Background: an optimization exercise with open tools, aiming at small area. Do not read the settings as production practice. In this exercise RTL edits were held to simulation tests only and were not proved equivalent to the original. Power is estimated from default activity; no workload was simulated.

Setup of red:
==> module tpu_io_ctrl, before the edit <==
module tpu_io_ctrl #(
  parameter int WORD_SIZE = 256,
  parameter int ROWS      = 32,
  localparam int ADDR_W   = (ROWS > 1) ? $clog2(ROWS) : 1
) (
  input  logic                 clk,
  input  logic                 rst,
  input  logic                 in_valid,
  input  logic [WORD_SIZE-1:0] gbuff_a,
  input  logic [WORD_SIZE-1:0] gbuff_b,
  input  logic [4:0]           m,
  input  logic [4:0]           n,
  input  logic [4:0]           k,
  output logic                 wr_en,
  output logic [ADDR_W-1:0]    wr_addr,
  output logic [WORD_SIZE-1:0] wr_data_a,
  output logic [WORD_SIZE-1:0] wr_data_b,
  output logic                 start,
  output logic [4:0]           m_o,
  output logic [4:0]           n_o,
  output logic [4:0]           k_o,
  input  logic                 done,
  output logic                 rd_en,
  output logic [ADDR_W-1:0]    rd_addr,
  input  logic [WORD_SIZE-1:0] rd_data,
  output logic                 out_valid,
  output logic [WORD_SIZE-1:0] gbuff_out,
  output logic                 busy,
  output logic                 proto_err
);
  localparam logic [ADDR_W-1:0] LAST_ROW = ADDR_W'(ROWS - 1);
  logic                 load_q;       
  logic                 run_q;        
  logic                 rd_valid_q;   
  logic                 rd_idle_q;    
  logic                 out_idle_q;   
  logic [ADDR_W-1:0]    cnt_q;        
  logic [WORD_SIZE-1:0] shared_n_q;   
  logic read_ph;    
  logic accept;     
  logic last;       
  logic done_ok;    
  assign wr_addr = cnt_q;
  assign rd_addr = cnt_q;
  assign out_valid = ~out_idle_q;
  assign read_ph   = rd_en | out_valid;
  assign busy    = load_q | run_q | read_ph;
  assign accept  = in_valid & ~run_q & ~read_ph;
  assign last    = accept & load_q & (cnt_q == ADDR_W'(ROWS - 2));
  assign start   = run_q & (cnt_q == LAST_ROW);
  assign done_ok = done & run_q & ~start;
  assign wr_data_a = ~shared_n_q;
  assign gbuff_out = ~(shared_n_q | {WORD_SIZE{out_idle_q}});
  logic              cnt_keep;
  logic [ADDR_W:0]   cnt_cy;
  logic [ADDR_W-1:0] cnt_nxt;
  assign cnt_keep  = load_q | rd_en;
  assign cnt_cy[0] = in_valid | rd_en;
  for (genvar i = 0; i < ADDR_W; i++) begin : g_cnt
    assign cnt_nxt[i]  = cnt_keep & (cnt_q[i] ^ cnt_cy[i]);
    assign cnt_cy[i+1] = cnt_cy[i] & cnt_q[i];
  end
  always_ff @(posedge clk or posedge rst) begin
    if (rst) begin
      load_q    <= 1'b0;
      run_q     <= 1'b0;
      wr_en     <= 1'b0;
      rd_en     <= 1'b0;
      proto_err <= 1'b0;
    end else begin
      load_q    <= (load_q | accept) & ~last;
      run_q     <= last | (run_q & ~done_ok);
      wr_en     <= accept;
      rd_en     <= done_ok | (rd_en & (cnt_q != LAST_ROW));
      if ((done & ~run_q) | (in_valid & (run_q | read_ph))) proto_err <= 1'b1;
    end
  end
  always_ff @(posedge clk) begin
    shared_n_q <= ~((rd_data | {WORD_SIZE{rd_idle_q}}) & (gbuff_a | {WORD_SIZE{rd_valid_q}}));
    wr_data_b  <= gbuff_b;
    rd_valid_q <= rd_en;
    rd_idle_q  <= ~rd_en;
    out_idle_q <= ~rd_valid_q;
    cnt_q      <= cnt_nxt;
    if (!busy) begin
      m_o <= m;
      n_o <= n;
      k_o <= k;
    end
  end
endmodule
==> flow/config.mk <==
export PLATFORM = sky130hd
export DESIGN_NAME = tpu_io_ctrl
export DESIGN_NICKNAME = tpu_io_ctrl
export VERILOG_FILES = /design/flow/design.v
export SDC_FILE = /design/flow/constraint.sdc
export NUM_CORES = 4
export LEC_CHECK = 0
export CAP_MARGIN = 20
export CORE_AREA = 10 10 450 450
export DIE_AREA = 0 0 460 460
export SLEW_MARGIN = 20
==> flow/constraint.sdc <==
create_clock -name core_clock -period 5.0 [get_ports {clk}]
set_input_delay 1.0000 -clock core_clock [delete_from_list [all_inputs] [get_ports {clk}]]
set_output_delay 1.0000 -clock core_clock [all_outputs]
set_load 0.01 [all_outputs]
standard.sh (not shown) runs the stock make flow with config.mk's settings and CLKGATE_MAP_FILE= SYNTH_SCRIPT=/design/flow/synth_recipe.tcl, a recipe that flattens the netlist after the stock synthesis.
==> flow/flow/run.sh <==
#!/bin/bash
# Layout flow: the standard ORFS flow (the standard.sh) with
#  - port buffers of the smallest buffer cell,
#  - each data input pin placed next to the output pin it feeds (io.tcl),
#  - a clock tree of small buffers without dummy loads.
export IO_CONSTRAINTS="$PWD/flow/io.tcl"
export BUFFER_PORTS_ARGS="-buffer_cell sky130_fd_sc_hd__buf_1"
export CTS_ARGS="-sink_clustering_enable -repair_clock_nets -dont_use_dummy_load -buf_list {sky130_fd_sc_hd__clkbuf_16} -sink_clustering_buffer sky130_fd_sc_hd__clkbuf_8 -sink_clustering_size 20 -sink_clustering_max_diameter 100"

bash standard.sh > standard.log 2>&1
Other scripts of this flow, unchanged in this note and not shown: flow/flow/io.tcl
## Diff of input files: blue against red
--- a/flow/design.v
+++ b/flow/design.v
@@ -41,10 +41,9 @@
   logic last;       
   logic done_ok;    
   assign wr_addr = cnt_q;
   assign rd_addr = cnt_q;
-  assign out_valid = ~out_idle_q;
-  assign read_ph   = rd_en | out_valid;
+  assign read_ph = rd_en | out_valid;
   assign busy    = load_q | run_q | read_ph;
   assign accept  = in_valid & ~run_q & ~read_ph;
   assign last    = accept & load_q & (cnt_q == ADDR_W'(ROWS - 2));
   assign start   = run_q & (cnt_q == LAST_ROW);
@@ -65,14 +64,16 @@
       load_q    <= 1'b0;
       run_q     <= 1'b0;
       wr_en     <= 1'b0;
       rd_en     <= 1'b0;
+      out_valid <= 1'b0;
       proto_err <= 1'b0;
     end else begin
       load_q    <= (load_q | accept) & ~last;
       run_q     <= last | (run_q & ~done_ok);
       wr_en     <= accept;
       rd_en     <= done_ok | (rd_en & (cnt_q != LAST_ROW));
+      out_valid <= rd_valid_q;
       if ((done & ~run_q) | (in_valid & (run_q | read_ph))) proto_err <= 1'b1;
     end
   end
   always_ff @(posedge clk) begin
Notes after the runs:
blue: full flow OK, the timing, design-rule and antenna checks passed
In summary, red completed successfully, with a layout that passed the timing, design-rule and antenna checks.
Between blue and red, the difference in power density over cell area is negligible.
Diff red..blue | total of flip-flops plus latches after synthesis | negligible
There was hardly any difference in sequential share of cell area between blue and red.
Between red and blue, the cell count after placement figures differ only marginally.
For clock-pin slew of the registers on the worst-case setup and hold paths, blue and red come out practically identical.
Between red and blue, the overall power after layout figures differ only marginally.
Time the final worst path needs with I/O delays and setup ends up lower on red.

==> re-timing with driven ports <==
Ports are ideal in the flow. The routed layouts listed here were re-timed in OpenROAD. Step 1: set_driving_cell puts a clkbuf_16 on clk and a buf_2 on each other input, an assumption about the parent block. Step 2 times the ports against the registers' clock, not the clock port: input delays grow and output delays shrink by t, the midpoint of the rising clock arrivals with the driver on. Slacks: ideal / step 1 / step 2; pairs: ideal / step 1.
run	t (ns)	setup WS [ns]	worst setup path at the end	latest minus earliest clock arrival (ns)	slew at the worst register clock pin (ns)
red	0.667	1.706 / 1.650 / 2.317	register to output	0.030 / 0.030	0.12 / 0.12
blue	0.656	1.506 / 1.449 / 2.105	register to output	0.056 / 0.056	0.12 / 0.12
After both steps setup and hold are still met in every run listed.
